From an optimization exercise on the open Yosys and OpenROAD flow, aimed at a short achievable clock period and few clock cycles; shortcuts taken in it are not production practice. Function was checked by simulation only, so behaviour that the tests miss may differ from the original. Power and IR drop assume default switching activity.

===== flow/design.v =====
`default_nettype none
package isaPkg;
  localparam logic [5:0] OP_RTYPE = 6'b000000;
  localparam logic [5:0] OP_J     = 6'b000010;
  localparam logic [5:0] OP_BEQ   = 6'b000100;
  localparam logic [5:0] OP_BNE   = 6'b000101;
  localparam logic [5:0] OP_ADDI  = 6'b001000;
  localparam logic [5:0] OP_ADDIU = 6'b001001;
  localparam logic [5:0] OP_SLTI  = 6'b001010;
  localparam logic [5:0] OP_SLTIU = 6'b001011;
  localparam logic [5:0] OP_ANDI  = 6'b001100;
  localparam logic [5:0] OP_ORI   = 6'b001101;
  localparam logic [5:0] OP_XORI  = 6'b001110;
  localparam logic [5:0] OP_LW    = 6'b100011;
  localparam logic [5:0] OP_SW    = 6'b101011;
  localparam logic [5:0] FN_ADD  = 6'b100000;
  localparam logic [5:0] FN_ADDU = 6'b100001;
  localparam logic [5:0] FN_SUB  = 6'b100010;
  localparam logic [5:0] FN_SUBU = 6'b100011;
  localparam logic [5:0] FN_AND  = 6'b100100;
  localparam logic [5:0] FN_OR   = 6'b100101;
  localparam logic [5:0] FN_XOR  = 6'b100110;
  localparam logic [5:0] FN_NOR  = 6'b100111;
  localparam logic [5:0] FN_SLT  = 6'b101010;
  localparam logic [5:0] FN_SLTU = 6'b101011;
endpackage
`default_nettype wire
`default_nettype none
package pipePkg;
  typedef struct packed {
    logic add;
    logic sub;
    logic andOp;
    logic orOp;
    logic xorOp;
    logic norOp;
    logic slt;
    logic sltu;
  } aluSelT;
endpackage
`default_nettype wire
`timescale 1ns/1ps
`default_nettype none
module controlDecoder
(
  input  logic [31:0]     instr,
  output logic [4:0]      dest,       
  output logic            aluSrc,     
  output logic [31:0]     imm,        
  output pipePkg::aluSelT alu,
  output logic            isLoad,
  output logic            isStore,
  output logic            branch,
  output logic            branchNe,
  output logic            jump
);
  logic [5:0] op, funct;
  logic       rType, iAlu, writeRd, writeRt;
  assign op    = instr[31:26];
  assign funct = instr[5:0];
  always_comb begin
    alu     = '0;
    rType   = 1'b0;
    iAlu    = 1'b0;
    if (op == isaPkg::OP_RTYPE) begin
      rType = 1'b1;
      case (funct)
        isaPkg::FN_ADD, isaPkg::FN_ADDU: alu.add   = 1'b1;
        isaPkg::FN_SUB, isaPkg::FN_SUBU: alu.sub   = 1'b1;
        isaPkg::FN_AND:                  alu.andOp = 1'b1;
        isaPkg::FN_OR:                   alu.orOp  = 1'b1;
        isaPkg::FN_XOR:                  alu.xorOp = 1'b1;
        isaPkg::FN_NOR:                  alu.norOp = 1'b1;
        isaPkg::FN_SLT:                  alu.slt   = 1'b1;
        isaPkg::FN_SLTU:                 alu.sltu  = 1'b1;
        default:                         rType     = 1'b0;   
      endcase
    end else begin
      iAlu = 1'b1;
      case (op)
        isaPkg::OP_ADDI, isaPkg::OP_ADDIU: alu.add   = 1'b1;
        isaPkg::OP_SLTI:                   alu.slt   = 1'b1;
        isaPkg::OP_SLTIU:                  alu.sltu  = 1'b1;
        isaPkg::OP_ANDI:                   alu.andOp = 1'b1;
        isaPkg::OP_ORI:                    alu.orOp  = 1'b1;
        isaPkg::OP_XORI:                   alu.xorOp = 1'b1;
        isaPkg::OP_LW, isaPkg::OP_SW: begin
          alu.add = 1'b1;                   
          iAlu    = 1'b0;
        end
        default:                           iAlu      = 1'b0;
      endcase
    end
  end
  assign isLoad   = (op == isaPkg::OP_LW);
  assign isStore  = (op == isaPkg::OP_SW);
  assign branch   = (op == isaPkg::OP_BEQ) || (op == isaPkg::OP_BNE);
  assign branchNe = (op == isaPkg::OP_BNE);
  assign jump     = (op == isaPkg::OP_J);
  assign writeRd = rType;
  assign writeRt = iAlu || isLoad;
  assign dest    = writeRd ? instr[15:11] : writeRt ? instr[20:16] : 5'd0;
  assign aluSrc  = iAlu || isLoad || isStore;
  assign imm = {(op[5:2] == 4'b0011) ? 16'h0000 : {16{instr[15]}}, instr[15:0]};
endmodule
`default_nettype wire
`timescale 1ns/1ps
`default_nettype none
module hazardUnit
(
  input  logic [4:0] rsF,
  input  logic [4:0] rtF,
  input  logic [4:0] destD,
  input  logic       wrD,         
  input  logic [4:0] destE,
  input  logic       wrE,         
  output logic       depEA,       
  output logic       depEB,
  output logic       depMA,       
  output logic       depMB
);
  assign depEA = wrD && (rsF == destD);
  assign depEB = wrD && (rtF == destD);
  assign depMA = wrE && (rsF == destE);
  assign depMB = wrE && (rtF == destE);
endmodule
`default_nettype wire
`timescale 1ns/1ps
`default_nettype none
module regFile
(
  input  logic        clk,
  input  logic        we,
  input  logic [4:0]  ra1,
  input  logic [4:0]  ra2,
  input  logic [4:0]  wa,
  input  logic [31:0] wd,
  output logic [31:0] rd1,
  output logic [31:0] rd2
);
  logic [31:0] regs [1:31];
  always_ff @(posedge clk) begin
    if (we && (wa != 5'd0)) regs[wa] <= wd;
  end
  assign rd1 = (ra1 == 5'd0) ? 32'd0 : (we && (wa == ra1)) ? wd : regs[ra1];
  assign rd2 = (ra2 == 5'd0) ? 32'd0 : (we && (wa == ra2)) ? wd : regs[ra2];
endmodule
`default_nettype wire
`timescale 1ns/1ps
`default_nettype none
module aluUnit
(
  input  logic [31:0] srcA,       
  input  logic [31:0] bx,         
  input  logic [31:0] aluOutM,    
  input  logic [31:0] aluOutMx,   
  input  logic        fAA,        
  input  logic        fBA,        
  input  logic        inv,        
  input  logic [2:0]  selSum,     
  input  logic [2:0]  selSlt,     
  input  logic [2:0]  selSltu,    
  input  logic        selTwice,   
  input  logic        selAnd,
  input  logic        selOr,
  input  logic        selXor,
  input  logic        selNor,
  output logic [31:0] result,
  output logic [31:0] addr        
);
  localparam int NADD = 3;
  logic [31:0] aIn [NADD];
  logic [31:0] bIn [NADD];
  logic [31:0] sum [NADD];
  logic [NADD-1:0] lessSigned, lessUnsigned;
  logic [31:0] opA, opB, logicRes, arithRes;
  assign aIn[0] = srcA;     assign bIn[0] = bx;
  assign aIn[1] = aluOutM;  assign bIn[1] = bx;
  assign aIn[2] = srcA;     assign bIn[2] = aluOutMx;
  for (genvar i = 0; i < NADD; i++) begin : g_add
    logic [33:0] wide;
    assign wide            = {1'b0, aIn[i], 1'b1} + {1'b0, bIn[i], inv};
    assign sum[i]          = wide[32:1];
    assign lessSigned[i]   = (aIn[i][31] == bIn[i][31]) ? aIn[i][31] : wide[32];
    assign lessUnsigned[i] = !wide[33];
  end
  always_comb begin
    arithRes    = {32{selTwice}} & {aluOutM[30:0], 1'b0};
    for (int i = 0; i < NADD; i++) arithRes = arithRes | ({32{selSum[i]}} & sum[i]);
    arithRes[0] = arithRes[0] | (|(selSlt & lessSigned)) | (|(selSltu & lessUnsigned));
  end
  assign opA = fAA ? aluOutM : srcA;
  assign opB = fBA ? aluOutM : bx;
  assign logicRes = ({32{selAnd}} & (opA & opB))
                  | ({32{selOr}}  & (opA | opB))
                  | ({32{selXor}} & (opA ^ opB))
                  | ({32{selNor}} & ~(opA | opB));
  assign result = arithRes | logicRes;
  assign addr = fAA ? sum[1] : sum[0];
endmodule
`default_nettype wire
`timescale 1ns/1ps
`default_nettype none
module branchUnit
(
  input  logic [31:0] a,
  input  logic [31:0] b,
  output logic        equal
);
  assign equal = &(~(a ^ b));
endmodule
`default_nettype wire
`timescale 1ns/1ps
`default_nettype none
module mipsCore
#(
  parameter int DATA_WIDTH = 32
) (
  input  logic                  clk,
  input  logic                  reset,
  output logic [DATA_WIDTH-1:0] pc,
  input  logic [31:0]           instr,
  output logic                  memWrite,
  output logic [DATA_WIDTH-1:0] aluOut,
  output logic [DATA_WIDTH-1:0] writeData,
  input  logic [DATA_WIDTH-1:0] readData
);
  logic [4:0]      destF;
  logic            aluSrcF, isLoadF, isStoreF, branchF, branchNeF, jumpF;
  logic [31:0]     immF, rdAF, rdBF;
  pipePkg::aluSelT aluF;
  logic [4:0]      destM;
  logic            wrM, isLoadM;
  logic [31:0]     aluOutM, aluOutMx, addrM, writeDataM, valM;
  logic            memWriteM;
  controlDecoder u_dec (
    .instr(instr), .dest(destF), .aluSrc(aluSrcF), .imm(immF), .alu(aluF), .isLoad(isLoadF),
    .isStore(isStoreF), .branch(branchF), .branchNe(branchNeF), .jump(jumpF)
  );
  assign valM = isLoadM ? readData : aluOutM;
  regFile u_rf (
    .clk(clk), .we(wrM), .ra1(instr[25:21]), .ra2(instr[20:16]), .wa(destM), .wd(valM),
    .rd1(rdAF), .rd2(rdBF)
  );
  logic [4:0]      destD;
  logic            wrD, aluSrcD, isLoadD, isStoreD, branchD, branchNeD, jumpD;
  logic [31:0]     immD, regAD, regBD;
  logic [25:0]     targetD;
  logic [31:2]     slotD;           
  pipePkg::aluSelT aluD;
  logic            mispE, stall;
  logic [31:0]     opAD, opBD;
  always_ff @(posedge clk or posedge reset) begin
    if (reset) begin
      destD     <= '0;
      wrD       <= 1'b0;
      isStoreD  <= 1'b0;
      branchD   <= 1'b0;
      jumpD     <= 1'b0;
    end else if (mispE) begin
      destD     <= '0;
      wrD       <= 1'b0;
      isStoreD  <= 1'b0;
      branchD   <= 1'b0;
      jumpD     <= 1'b0;
    end else if (!stall) begin
      destD     <= destF;
      wrD       <= (destF != 5'd0);
      isStoreD  <= isStoreF;
      branchD   <= branchF;
      jumpD     <= jumpF;
    end
  end
  always_ff @(posedge clk) begin
    if (!stall) begin
      aluSrcD   <= aluSrcF;
      isLoadD   <= isLoadF;
      branchNeD <= branchNeF;
      immD      <= immF;
      targetD   <= instr[25:0];
      slotD     <= pcPlus4[31:2];
      aluD      <= aluF;
      regAD     <= rdAF;
      regBD     <= rdBF;
    end else begin
      regAD     <= opAD;
      regBD     <= opBD;
    end
  end
  logic [4:0]      destE;
  logic            wrE, isLoadE, isStoreE, invE;
  logic            fAAE, fBAE, fSAE, fSLE, loadUse, branchLoad;
  logic [2:0]      selSumE, selSltE, selSltuE;
  logic            selTwiceE, selAndE, selOrE, selXorE, selNorE;
  logic            dEA, dEB, dMAluA, dMAluB, dMLdA, dMLdB, depEAF, depEBF, depMAF, depMBF;
  pipePkg::aluSelT aluE;
  logic [31:0]     srcAE, bxE, storeE;
  hazardUnit u_haz (
    .rsF(instr[25:21]), .rtF(instr[20:16]), .destD(destD), .wrD(wrD),
    .destE(destE), .wrE(wrE), .depEA(depEAF), .depEB(depEBF), .depMA(depMAF),
    .depMB(depMBF)
  );
  always_ff @(posedge clk or posedge reset) begin
    if (reset) begin
      dEA    <= 1'b0;
      dEB    <= 1'b0;
      dMAluA <= 1'b0;
      dMAluB <= 1'b0;
      dMLdA  <= 1'b0;
      dMLdB  <= 1'b0;
    end else begin
      dEA    <= depEAF && !stall;
      dEB    <= depEBF && !stall;
      dMAluA <= (stall ? dEA : depMAF) && !isLoadE;
      dMAluB <= (stall ? dEB : depMBF) && !isLoadE;
      dMLdA  <= (stall ? dEA : depMAF) && isLoadE;
      dMLdB  <= (stall ? dEB : depMBF) && isLoadE;
    end
  end
  assign loadUse    = isLoadE && (|aluD) && (dEA || (dEB && !aluSrcD));
  assign branchLoad = 1'b0;
  assign stall      = loadUse;
  assign opAD = dMAluA ? aluOutM : dMLdA ? readData : regAD;
  assign opBD = dMAluB ? aluOutM : dMLdB ? readData : regBD;
  logic            eqD, unresD, takenD, taken;
  logic            eqRRD, eqMRD, eqRMD, eqLRD, eqRLD, eqRRE, eqMRE, eqRME, eqLRE, eqRLE;
  logic            bALE, bBLE;
  logic            unresE, guessE, branchNeE, bAAE, bBAE, eqE;
  logic [31:0]     altE;
  logic [31:0]     pcPlus4, pcTarget, nextTarget, branchTarget, jumpTarget;
  branchUnit u_brRRD (.a(regAD),   .b(regBD),   .equal(eqRRD));
  branchUnit u_brMRD (.a(aluOutM), .b(regBD),   .equal(eqMRD));
  branchUnit u_brRMD (.a(regAD),   .b(aluOutM), .equal(eqRMD));
  branchUnit u_brLRD (.a(readData), .b(regBD),    .equal(eqLRD));
  branchUnit u_brRLD (.a(regAD),    .b(readData), .equal(eqRLD));
  logic mA, mB;
  assign mA  = dMAluA || dMLdA;
  assign mB  = dMAluB || dMLdB;
  assign eqD = (mA && mB) || (dMAluA && !mB && eqMRD) || (!mA && dMAluB && eqRMD) ||
               (dMLdA && !mB && eqLRD) || (!mA && dMLdB && eqRLD) || (!mA && !mB && eqRRD);
  assign unresD = branchD && !branchLoad && (dEA != dEB);
  assign takenD = jumpD || (unresD && immD[15]) ||
                  (branchD && !branchLoad && !unresD && (((dEA && dEB) || eqD) ^ branchNeD));
  logic [31:0] pcTgtR, pcSeqR, pcCur;
  logic        takenR;
  assign pcCur        = takenR ? pcTgtR : pcSeqR;
  assign pcPlus4      = takenR ? {pcTgtR[31:2] + 30'd1, 2'b00} : {pcSeqR[31:2] + 30'd1, 2'b00};
  assign branchTarget = {slotD + {{14{immD[15]}}, immD[15:0]}, 2'b00};
  assign jumpTarget   = {slotD[31:28], targetD, 2'b00};
  assign pcTarget     = jumpD ? jumpTarget : branchTarget;
  assign nextTarget = unresE ? altE : pcTarget;
  assign taken      = mispE || takenD;
  logic [31:2] nextSeq, flipR;
  assign nextSeq = stall ? pcCur[31:2] : pcPlus4[31:2];
  assign pc      = {pcSeqR[31:2] ^ flipR, 2'b00};
  always_ff @(posedge clk or posedge reset) begin
    if (reset) begin
      pcSeqR <= '0;
      pcTgtR <= '0;
      flipR  <= '0;
      takenR <= 1'b0;
    end else begin
      pcSeqR <= {nextSeq, 2'b00};
      pcTgtR <= nextTarget;
      flipR  <= {30{taken}} & (nextTarget[31:2] ^ nextSeq);
      takenR <= taken;
    end
  end
  logic       invD, fAD, fBD;
  logic [2:0] pairD;
  assign invD  = aluD.sub || aluD.slt || aluD.sltu;
  assign fAD   = dEA && !isLoadE;
  assign fBD   = dEB && !aluSrcD && !isLoadE;
  assign pairD = {!fAD && fBD, fAD && !fBD, !fAD && !fBD};
  always_ff @(posedge clk or posedge reset) begin
    if (reset) begin
      destE      <= '0;
      wrE        <= 1'b0;
      isLoadE    <= 1'b0;
      isStoreE   <= 1'b0;
      unresE     <= 1'b0;
      aluE       <= '0;
      selSumE    <= '0;
      selSltE    <= '0;
      selSltuE   <= '0;
      selTwiceE  <= 1'b0;
      selAndE    <= 1'b0;
      selOrE     <= 1'b0;
      selXorE    <= 1'b0;
      selNorE    <= 1'b0;
    end else if (stall) begin
      destE      <= '0;    
      wrE        <= 1'b0;
      isLoadE    <= 1'b0;
      isStoreE   <= 1'b0;
      unresE     <= 1'b0;
      aluE       <= '0;
      selSumE    <= '0;
      selSltE    <= '0;
      selSltuE   <= '0;
      selTwiceE  <= 1'b0;
      selAndE    <= 1'b0;
      selOrE     <= 1'b0;
      selXorE    <= 1'b0;
      selNorE    <= 1'b0;
    end else begin
      destE      <= destD;
      wrE        <= wrD;
      isLoadE    <= isLoadD;
      isStoreE   <= isStoreD;
      unresE     <= unresD;
      aluE       <= aluD;
      selSumE    <= {3{aluD.add || aluD.sub}} & pairD;
      selSltE    <= {3{aluD.slt}} & pairD;
      selSltuE   <= {3{aluD.sltu}} & pairD;
      selTwiceE  <= aluD.add && fAD && fBD;
      selAndE    <= aluD.andOp;
      selOrE     <= aluD.orOp;
      selXorE    <= aluD.xorOp;
      selNorE    <= aluD.norOp;
    end
  end
  always_ff @(posedge clk) begin
    srcAE     <= opAD;
    bxE       <= (aluSrcD ? immD : opBD) ^ {32{invD}};
    storeE    <= opBD;
    invE      <= invD;
    fAAE      <= fAD;
    fBAE      <= fBD;
    fSAE      <= dEB && !isLoadE;
    fSLE      <= dEB && isLoadE;
    guessE    <= immD[15];
    branchNeE <= branchNeD;
    bAAE      <= branchD && dEA && !isLoadE;
    bBAE      <= branchD && dEB && !isLoadE;
    bALE      <= branchD && dEA && isLoadE;
    bBLE      <= branchD && dEB && isLoadE;
    altE      <= immD[15] ? pcPlus4 : branchTarget;
  end
  logic [31:0] aluResE, addrE, storeDataE;
  aluUnit u_alu (
    .srcA(srcAE), .bx(bxE), .aluOutM(aluOutM), .aluOutMx(aluOutMx), .fAA(fAAE), .fBA(fBAE),
    .inv(invE), .selSum(selSumE), .selSlt(selSltE), .selSltu(selSltuE), .selTwice(selTwiceE),
    .selAnd(selAndE), .selOr(selOrE), .selXor(selXorE), .selNor(selNorE), .result(aluResE),
    .addr(addrE)
  );
  assign storeDataE = fSAE ? aluOutM : fSLE ? readData : storeE;
  branchUnit u_brRRE (.a(srcAE),   .b(storeE),  .equal(eqRRE));
  branchUnit u_brMRE (.a(aluOutM), .b(storeE),  .equal(eqMRE));
  branchUnit u_brRME (.a(srcAE),   .b(aluOutM), .equal(eqRME));
  branchUnit u_brLRE (.a(readData), .b(storeE),   .equal(eqLRE));
  branchUnit u_brRLE (.a(srcAE),    .b(readData), .equal(eqRLE));
  logic eA, eB;
  assign eA  = bAAE || bALE;
  assign eB  = bBAE || bBLE;
  assign eqE = (eA && eB) || (bAAE && !eB && eqMRE) || (!eA && bBAE && eqRME) ||
               (bALE && !eB && eqLRE) || (!eA && bBLE && eqRLE) || (!eA && !eB && eqRRE);
  assign mispE = unresE && ((eqE ^ branchNeE) != guessE);
  always_ff @(posedge clk or posedge reset) begin
    if (reset) begin
      destM     <= '0;
      wrM       <= 1'b0;
      isLoadM   <= 1'b0;
      memWriteM <= 1'b0;
    end else begin
      destM     <= destE;
      wrM       <= wrE;
      isLoadM   <= isLoadE;
      memWriteM <= isStoreE;
    end
  end
  always_ff @(posedge clk) begin
    aluOutM    <= aluResE;
    aluOutMx   <= aluResE ^ {32{invD}};    
    addrM      <= addrE;
    writeDataM <= storeDataE;
  end
  assign memWrite  = memWriteM;
  assign aluOut    = addrM;
  assign writeData = writeDataM;
endmodule
`default_nettype wire

===== flow/run.sh =====
#!/bin/bash
# synth_recipe.tcl (not shown) runs the flow's synth.tcl, then flattens the netlist and writes it again
# the make line also repeats each setting of config.mk as NAME=value (left out here)
make -C /OpenROAD-flow-scripts/flow DESIGN_CONFIG=/design/flow/config.mk WORK_HOME=/design/flow/orfs CLKGATE_MAP_FILE= SYNTH_SCRIPT=/design/flow/synth_recipe.tcl finish

===== flow/config.mk =====
export PLATFORM = sky130hd
export DESIGN_NAME = mipsCore
export DESIGN_NICKNAME = mipsCore
export VERILOG_FILES = /design/flow/design.v
export SDC_FILE = /design/flow/constraint.sdc
export NUM_CORES = 4
export LEC_CHECK = 0
export ABC_CLOCK_PERIOD_IN_PS = 2500
export CAP_MARGIN = 20
export CORE_MARGIN = 2
export CORE_UTILIZATION = 40
export SETUP_SLACK_MARGIN = 5
export SLEW_MARGIN = 20
export TNS_END_PERCENT = 100

===== flow/constraint.sdc =====
create_clock -name core_clock -period 8.0 [get_ports {clk}]
set_input_delay 1.6000 -clock core_clock [delete_from_list [all_inputs] [get_ports {clk}]]
set_output_delay 1.6000 -clock core_clock [all_outputs]
set_load 0.01 [all_outputs]

==> results of run 1 <==
==> critical path, cell delays in order <==
cell      delay (ns)
buf_4           0.18
xor2_2          0.20
nor4_1          0.09
nand3_1         0.13
nor3_1          0.07
or4_4           0.57
or3_1           0.32
a21o_1          0.19
a311oi_4        0.29
buf_6           0.19
buf_6           0.11
buf_12          0.15
nor2_1          0.07
==> synthesized netlist by cell type (8+ instances only) <==
cell / n / area share [%]
o211ai_1: 26 / 0.24
a222oi_1: 33 / 0.41
nor3_1: 38 / 0.24
mux2i_1: 496 / 6.2
mux4_2: 474 / 13
buf_2: 70 / 0.43
a311oi_1: 8 / 0.087
clkbuf_1: 261 / 1.2
xor2_1: 370 / 4.0
nand3b_1: 13 / 0.12
o21ai_0: 334 / 2.1
nor2_1: 435 / 2.0
nand4_1: 53 / 0.41
a22oi_1: 11 / 0.10
a211o_1: 9 / 0.098
a211oi_1: 27 / 0.25
a21o_1: 38 / 0.35
buf_1: 85 / 0.40
and2_1: 32 / 0.25
o221ai_1: 38 / 0.41
dfrtp_1: 137 / 4.3
o22ai_1: 62 / 0.48
a221o_1: 8 / 0.099
o21bai_1: 18 / 0.17
and3_1: 21 / 0.16
o31ai_1: 8 / 0.074
o21a_1: 19 / 0.18
nand2_1: 383 / 1.8
a31oi_1: 22 / 0.17
edfxtp_1: 1060 / 39
a221oi_1: 15 / 0.16
inv_1: 135 / 0.63
dfxtp_1: 329 / 8.2
a21oi_1: 333 / 2.1
nand2b_1: 33 / 0.26
ha_1: 191 / 3.0
nor4_1: 75 / 0.58
nor2b_1: 26 / 0.20
xnor2_1: 269 / 2.9
mux2_2: 61 / 0.85
nand3_1: 57 / 0.35
==> cells in the final DEF, fill, tap and decap left out, types with 38 or more instances in the layout <==
master	synthesis	routed
edfxtp_1	1060	1060
mux4_2	474	474
mux2i_1	496	444
nand2_1	383	376
nor2_1	435	367
xor2_1	370	346
buf_4	3	304
a21oi_1	333	293
dfxtp_1	329	260
xnor2_1	269	255
o21ai_0	334	253
clkbuf_16	0	193
ha_1	191	136
inv_1	135	131
dfrtp_1	137	125
buf_2	70	87
buf_6	2	65
o22ai_1	62	62
mux2_2	61	60
o21ai_1	5	59
nor4_1	75	58
nand4_1	53	53
nor2_4	0	51
nand3_1	57	50
dfxtp_4	0	46
ha_4	0	41
buf_16	0	41
buf_12	0	39
a21o_1	38	38
==> power by group through the flow <==
stage	Sequential [mW]	Combinational (mW)	Clock, mW
2_1_floorplan	9.66	3.55	0
3_3_place_gp	9.87	5.14	0
3_5_place_dp	9.88	5.18	0
4_1_cts	9.71	5.71	7.95
5_1_grt	9.77	6.78	8.25
6_report	9.73	6.35	7.85
==> flip-flops by register name (all words and copies together) (netlist names), 26 cells and up <==
register,count
addrM,32
bxE,32
regAD,32
u_rf.regs,992
pcTgtR,30
aluOutMx,32
targetD,26
flipR,30
pcSeqR,30
srcAE,32
altE,30
slotD,30
aluOutM,32
writeDataM,32
storeE,32
regBD,32
==> through the flow <==
stage	std cells	hold slack (ns)	utilization (%)	cell area, µm²
finish	9419	0.350	49.2	98300
floorplan	6246	0.331	-	81900
CTS	9239	0.352	47.4	94900
global route	9419	0.366	49.2	98300
global placement	8767	0.338	42.7	85400
detailed placement	8767	0.338	42.7	85400
==> worst max path at each step <==
stage	start	endpoint	cells after the start
final	readData[6]	flipR[17]	13
after global placement	readData[11]	flipR[10]	11
after global routing	readData[13]	flipR[17]	14
after detailed placement	readData[11]	flipR[19]	12
after floorplan	readData[9]	flipR[10]	11
after CTS	readData[13]	flipR[30]	14
==> cell families (layout without fill, tap and decap cells) <==
group	Yosys count	in the layout	share of synthesized area (%)
buffers and inverters	557	1051	2.73
other	1	20	0.00465
flip-flops	1526	1526	51.9
adder cells (fa/ha/maj)	195	195	3.06
XOR/XNOR	639	639	6.94
AO/OA/AOI/OAI	1078	1078	8.19
multiplexers	1032	1032	20.3
AND/OR/NAND/NOR	1217	1222	6.93
==> per-layer routing <==
layer / vias to the layer above / global-route usage [%] / wire (µm)
met2: 2881 / 44.8 / 142000
met5: - / 0 / 35
met4: 6 / 14.6 / 16700
met1: 29300 / 35.2 / 113000
met3: 683 / 4.08 / 23100
li1: 24500 / - / -
==> area by class of cell <==
| type | instances | area (µm²) | area share, % |
|---|---|---|---|
| Antenna cell | 18 | 45.0 | 0.0458 |
| Sequential cell | 1526 | 42100 | 42.8 |
| Timing Repair Buffer | 611 | 6840 | 6.95 |
| Multi-Input combinational cell | 4168 | 40000 | 40.7 |
| Inverter | 136 | 522 | 0.531 |
| Tap cell | 2656 | 3320 | 3.38 |
| Clock inverter | 94 | 1100 | 1.12 |
| Clock buffer | 210 | 4430 | 4.50 |
==> what timing repair did <==
item | 4_1_cts | 5_1_grt
setup endpoints to repair | 504 | 280
gates cloned | 34 | 30
pin swaps | 111 | 135
resized for setup | 1134 | 327
hold buffers | 0 | 0
setup buffers | 134 | 132
==> results.cfg, run 1 <==
[status]
status = finished clean

[final_layout]
nets = 6870
area_delta_synth_final_pct = 21.9
fillerInstances = 17000
drive_gt1_share_pct = 28.4

[worst_setup_path]
critPathLaunchType = primary input
r2r_slack_ns = 4.57
reg2reg_from = aluOutM[13]
cp_max_fo = 8
end_kind = flip-flop
worstPathArrival_ns = 4.19
crit_required_ns = 8.72
r2r-end = flipR[17]
criticalPathCategory = primary input to flip-flop
reg2regPathDepth = 14

[sta]
slew_violations = 0
setup_tns_ns = 0
timing.final.ws_setup_ns = 4.52
finalCriticalPeriod_ns = 3.48
hold_viol = 0
relSlewSlack_pct = 25.7
period_share_pct = 43.5
worst_pin_slew_ns = 1.10
max_freq_ghz = 0.288
rsz0062_at_grt = true
fin_worst_skew_ns = 0.0491
setup-violations-final = 0

[global_routing]
antenna_found_initial = 25
grt_usage_pct = 27.4
grt_start_max_net_pins = 67
grt_pass1_vias = 56100
overflow = 0
grt_pass1_wl_um = 406000

[power_and_ir_drop]
comb_power_share_pct = 26.5
p_per_area_nw_per_um2 = 243
internal_power_mw = 16.3
max-vdd-ir-drop_v = 0.000205
power_mw = 23.9
switching_share_pct = 31.9
p_switching_mw = 7.63
seq_power_share_pct = 40.7
pwr-share-clk_pct = 32.8
leakage_nw = 35.5

[logic_synthesis]
synth_edf_count = 1060
synth.avg_cell_area_um2 = 12.9
synth_async_sr_flop_share_pct = 8.98
yosysSeqAreaShare_pct = 51.9
synth_area_um2 = 80700
synthCells = 6245
synth_ff_type = edfxtp_1
synthDistinctLibCells = 93
synth_seq_cells = 1526
ys_warn_count = 7

[die]
dieArea_um2 = 205000
rows = 164
die_h_um = 453
die_w_um = 453
design.core.area_um2 = 200000
floorplan.initialDensity_pct = 40.3
io_pins = 163

[cts]
clk_pin_slew_ns = 0.06
cts_tree = yes
cts_root_buf = clkbuf_16
clk_latency_ns = 0.87
clockBufferDepth = 3
cts_sinks = 1526
cts_max_level = 4
cts_made_buffers = 166

[worst_hold_path]
hold_depth = 0
hp-class = flip-flop to flip-flop
hp-start = isStoreE
min_to = memWriteM

[routing]
antenna_left = 0
routed_wl_um = 294000
routedWlPerCell_um = 31.2
drt-vias-per-instance = 6.10
dr.pass1.iters = 8
drc_errors = 0
routed-via-count = 57400
drt-initial-drc-count = 6716

[placement]
post-dp-hpwl_um = 174000
portBuffers = 160
pre_cts_slack_ns = 2.70
place_congestion = 0.960

[job]
drv_cap = 0
Testbench counts, summed over its fixed seeds: cycles 151,261.
==> inputs of run 2 (changes only) <==
--- a/flow/design.v
+++ b/flow/design.v
@@ -319,11 +319,10 @@
   end
   assign loadUse    = isLoadE && (|aluD) && (dEA || (dEB && !aluSrcD));
-  assign branchLoad = 1'b0;
-  assign stall      = loadUse;
+  assign branchLoad = branchD && isLoadE && (dEA != dEB);
+  assign stall      = loadUse || branchLoad;
   assign opAD = dMAluA ? aluOutM : dMLdA ? readData : regAD;
   assign opBD = dMAluB ? aluOutM : dMLdB ? readData : regBD;
   logic            eqD, unresD, takenD, taken;
-  logic            eqRRD, eqMRD, eqRMD, eqLRD, eqRLD, eqRRE, eqMRE, eqRME, eqLRE, eqRLE;
-  logic            bALE, bBLE;
+  logic            eqRRD, eqMRD, eqRMD, eqRRE, eqMRE, eqRME;
   logic            unresE, guessE, branchNeE, bAAE, bBAE, eqE;
   logic [31:0]     altE;
@@ -332,14 +331,13 @@
   branchUnit u_brMRD (.a(aluOutM), .b(regBD),   .equal(eqMRD));
   branchUnit u_brRMD (.a(regAD),   .b(aluOutM), .equal(eqRMD));
-  branchUnit u_brLRD (.a(readData), .b(regBD),    .equal(eqLRD));
-  branchUnit u_brRLD (.a(regAD),    .b(readData), .equal(eqRLD));
-  logic mA, mB;
-  assign mA  = dMAluA || dMLdA;
-  assign mB  = dMAluB || dMLdB;
-  assign eqD = (mA && mB) || (dMAluA && !mB && eqMRD) || (!mA && dMAluB && eqRMD) ||
-               (dMLdA && !mB && eqLRD) || (!mA && dMLdB && eqRLD) || (!mA && !mB && eqRRD);
-  assign unresD = branchD && !branchLoad && (dEA != dEB);
+  assign eqD = (dMAluA && dMAluB) || (dMAluA && !dMAluB && eqMRD) ||
+               (!dMAluA && dMAluB && eqRMD) || (!dMAluA && !dMAluB && eqRRD);
+  logic ldA, ldB, sameD;
+  assign ldA    = dMLdA && !dEA;
+  assign ldB    = dMLdB && !dEB;
+  assign sameD  = (dEA && dEB) || (ldA && ldB);
+  assign unresD = branchD && !branchLoad && !sameD && (dEA || dEB || ldA || ldB);
   assign takenD = jumpD || (unresD && immD[15]) ||
-                  (branchD && !branchLoad && !unresD && (((dEA && dEB) || eqD) ^ branchNeD));
+                  (branchD && !branchLoad && !unresD && ((sameD || eqD) ^ branchNeD));
   logic [31:0] pcTgtR, pcSeqR, pcCur;
   logic        takenR;
@@ -432,8 +430,6 @@
     guessE    <= immD[15];
     branchNeE <= branchNeD;
-    bAAE      <= branchD && dEA && !isLoadE;
-    bBAE      <= branchD && dEB && !isLoadE;
-    bALE      <= branchD && dEA && isLoadE;
-    bBLE      <= branchD && dEB && isLoadE;
+    bAAE      <= branchD && dEA;
+    bBAE      <= branchD && dEB;
     altE      <= immD[15] ? pcPlus4 : branchTarget;
   end
@@ -449,11 +445,6 @@
   branchUnit u_brMRE (.a(aluOutM), .b(storeE),  .equal(eqMRE));
   branchUnit u_brRME (.a(srcAE),   .b(aluOutM), .equal(eqRME));
-  branchUnit u_brLRE (.a(readData), .b(storeE),   .equal(eqLRE));
-  branchUnit u_brRLE (.a(srcAE),    .b(readData), .equal(eqRLE));
-  logic eA, eB;
-  assign eA  = bAAE || bALE;
-  assign eB  = bBAE || bBLE;
-  assign eqE = (eA && eB) || (bAAE && !eB && eqMRE) || (!eA && bBAE && eqRME) ||
-               (bALE && !eB && eqLRE) || (!eA && bBLE && eqRLE) || (!eA && !eB && eqRRE);
+  assign eqE = (bAAE && bBAE) || (bAAE && !bBAE && eqMRE) || (!bAAE && bBAE && eqRME) ||
+               (!bAAE && !bBAE && eqRRE);
   assign mispE = unresE && ((eqE ^ branchNeE) != guessE);
   always_ff @(posedge clk or posedge reset) begin
==> run 2 against run 1 <==
Still clean; hold slack better by 0.0067 ns; clock-buffer cell count is 2 higher; synthesized cell count is 4.0% lower; critical path depth stayed put; clock power hardly changed; power is 0.34% lower; global-route usage is 0.66 points lower; core utilization is 0.59 points lower; cell area is 2.6% lower; via count is 3.1% lower; area after synthesis is 1.5% lower.
==> results.cfg, run 2 <==
[power_and_ir_drop]
switching_share_pct = 31.7
internal_power_mw = 16.3
seq_power_share_pct = 40.7
p_per_area_nw_per_um2 = 249
pwr-share-clk_pct = 32.9
p_switching_mw = 7.55
comb_power_share_pct = 26.4
max-vdd-ir-drop_v = 0.000198
leakage_nw = 34.3

[logic_synthesis]
synth_most_common_cell = edfxtp_1
synthCells = 5993
yosysSeqAreaShare_pct = 52.6
synth_ff_type = edfxtp_1
yosys.area.top_type_share_pct = 40.1
synthTopCellsByCount = edfxtp_1, mux2i_1, mux4_2, nor2_1, nand2_1
synth.avg_cell_area_um2 = 13.3
synth_async_sr_flop_share_pct = 8.99
synthTopCellsByArea = edfxtp_1, mux4_2, dfxtp_1
synth_seq_cells = 1524
yosys.area.top_type = edfxtp_1
synth_area_um2 = 79400
synth_edf_count = 1060
synthDistinctLibCells = 116
ys_warn_count = 7

[job]
drv_cap = 0

[sta]
period_share_pct = 40.4
setup_tns_ns = 0
finalCriticalPeriod_ns = 3.24
hold_viol = 0
rsz0062_at_grt = true
slew_violations = 0
max_freq_ghz = 0.309
hold_slack_ns = 0.356
fin_worst_skew_ns = 0.0706
setup-violations-final = 0
worst_pin_slew_ns = 1.25
relSlewSlack_pct = 16.4

[die]
die_w_um = 450
die_h_um = 450
design.core.area_um2 = 197000
floorplan.initialDensity_pct = 40.3
dieArea_um2 = 202000
io_pins = 163
rows = 163

[worst_setup_path]
worstPathArrival_ns = 3.95
critPathLaunchType = flip-flop
cp_max_fo = 8
criticalPathCategory = flip-flop to flip-flop
crit_required_ns = 8.72
end_kind = flip-flop

[final_layout]
layout_commonest_cell = edfxtp_1
nets = 6572
fillerInstances = 16900
final_cell_mix = edfxtp_1, mux4_2, mux2i_1
area_delta_synth_final_pct = 20.6
drive_gt1_share_pct = 27.4
largest_register_ffs = 992
top_register = u_rf.regs

[routing]
routedWlPerCell_um = 31.1
drc_errors = 0
routed-via-count = 55600
routed_wl_um = 283000
antenna_left = 0
drt-vias-per-instance = 6.11
drt-initial-drc-count = 6521
dr.pass1.iters = 6

[cts]
cts_made_buffers = 167
cts_tree = yes
cts_root_buf = clkbuf_16
cts_sinks = 1524
clk_pin_slew_ns = 0.07
clockBufferDepth = 3
cts_max_level = 4
clk_latency_ns = 0.86

[placement]
portBuffers = 160
post-dp-hpwl_um = 169000
place_congestion = 0.984

[worst_hold_path]
hp-class = flip-flop to flip-flop

[global_routing]
grt_pass1_vias = 54400
antenna_found_initial = 10
grt_usage_pct = 26.7
grt_pass1_wl_um = 393000
overflow = 0
grt_start_max_net_pins = 74

[status]
status = finished clean
run 2: cell families after synthesis:
| kind of cell | synth area share [%] |
|---|---|
| muxes | 20.6 |
| other | 0.00472 |
| adders and majority gates | 3.13 |
| buffers and inverters | 2.73 |
| xor gates and xnor gates | 5.75 |
| and+or+nand+nor | 6.58 |
| DFF | 52.6 |
| AOI/OAI and AO/OA | 8.55 |
run 2: cell type report:
type | instances | area (µm²) | area share (%)
tap | 2640 | 3300 | 3.45
inverter | 123 | 487 | 0.508
clock buffer | 212 | 4460 | 4.66
multi-input combinational | 3943 | 38300 | 39.9
sequential | 1524 | 42000 | 43.8
antenna | 7 | 17.5 | 0.0183
timing repair buffer | 550 | 6190 | 6.46
timing repair inverter | 1 | 8.76 | 0.00914
clock inverter | 101 | 1100 | 1.15
run 2: what timing repair did:
item,CTS,global route
endpoints found under the setup margin,617,254
gates cloned,37,24
hold buffers,0,0
hold endpoints to repair,0,0
resized for setup,824,223
buffers inserted,135,96
pin swaps,142,120
run 2: stage by stage:
step | std cells | utilization [%] | cell area, µm² | power (mW) | setup slack (ns)
after floorplan | 5994 | - | 80300 | 13.3 | 4.53
final | 9101 | 48.6 | 95800 | 23.8 | 4.76
after detailed placement | 8489 | 42.6 | 84000 | 15.1 | 2.84
after CTS | 8974 | 47.3 | 93300 | 23.4 | 4.73
after global routing | 9099 | 48.6 | 95800 | 24.7 | 4.75
after global placement | 8489 | 42.6 | 84000 | 15.1 | 2.84
run 2: power groups by stage:
stage	Sequential (mW)	Clock, mW	Combinational, mW
after floorplan	9.65	0	3.69
after global placement	9.83	0	5.23
after detailed placement	9.85	0	5.29
after CTS	9.69	7.93	5.76
after global routing	9.76	8.24	6.74
final	9.71	7.84	6.30
run 2: path summary, 6_finish.rpt:
check / from / to / slack, ns / depth (start not counted)
max in group asynchronous: reset / takenR / 5.85 / 3
worst min-delay path: isStoreE / memWriteM / 0.36 / 0
worst max-delay path: aluOutM[22] / flipR[29] / 4.76 / 13
worst min register to register: isStoreE / memWriteM / 0.36 / 0
min in group asynchronous: reset / flipR[3] / 1.43 / 3
worst max register to register: aluOutM[22] / flipR[29] / 4.76 / 13
run 2: critical path, cell delays in order, from the launching register on:
cell      delay (ns)
dfxtp_2         0.33
buf_12          0.14
xnor2_4         0.21
nand4_1         0.30
nor4_2          0.46
a21oi_1         0.14
o21ai_2         0.39
xnor2_1         0.13
and2_4          0.17
a311oi_4        0.23
buf_4           0.17
buf_8           0.13
buf_16          0.18
nor2_1          0.06
run 2: per-layer routing:
layer	wire [µm]	track usage, %	vias up
li1	-	-	23600
met1	109000	34.7	28400
met2	132000	42.9	2931
met3	26000	5.12	677
met4	16500	13.4	4
met5	23	0	-
Testbench counts of run 2, summed over its fixed seeds: cycles 151,846.

## static timing again, ports no longer ideal
Ports are ideal in the flow. The routed layouts listed here were re-timed in OpenROAD.
Step 1 (the two cells are an assumption about what drives the block):
set clk [get_ports {clk}]
set_driving_cell -lib_cell sky130_fd_sc_hd__clkbuf_16 $clk
set_driving_cell -lib_cell sky130_fd_sc_hd__buf_2 [delete_from_list [all_inputs] $clk]
Step 2 times the ports against the registers' clock, not the clock port: input delays grow and output delays shrink by t, the midpoint of the rising clock arrivals with the driver on.
a / b / c = ideal / step 1 / step 2; a / b = the first two.
| run | shift t [ns] | slack for setup (ns) | worst setup path at the end | worst data-port slew with drivers (ns) |
|---|---|---|---|---|
| run 1 | 0.923 | 4.523 / 4.459 / 3.536 | input to register | 0.47 |
| run 2 | 0.913 | 4.764 / 4.711 / 3.797 | input to register | 0.35 |
After both steps every run listed still meets setup and hold. For run 1, which loses most, drivers alone change the setup slack by -0.064 ns; drivers and shift together by -0.987 ns.
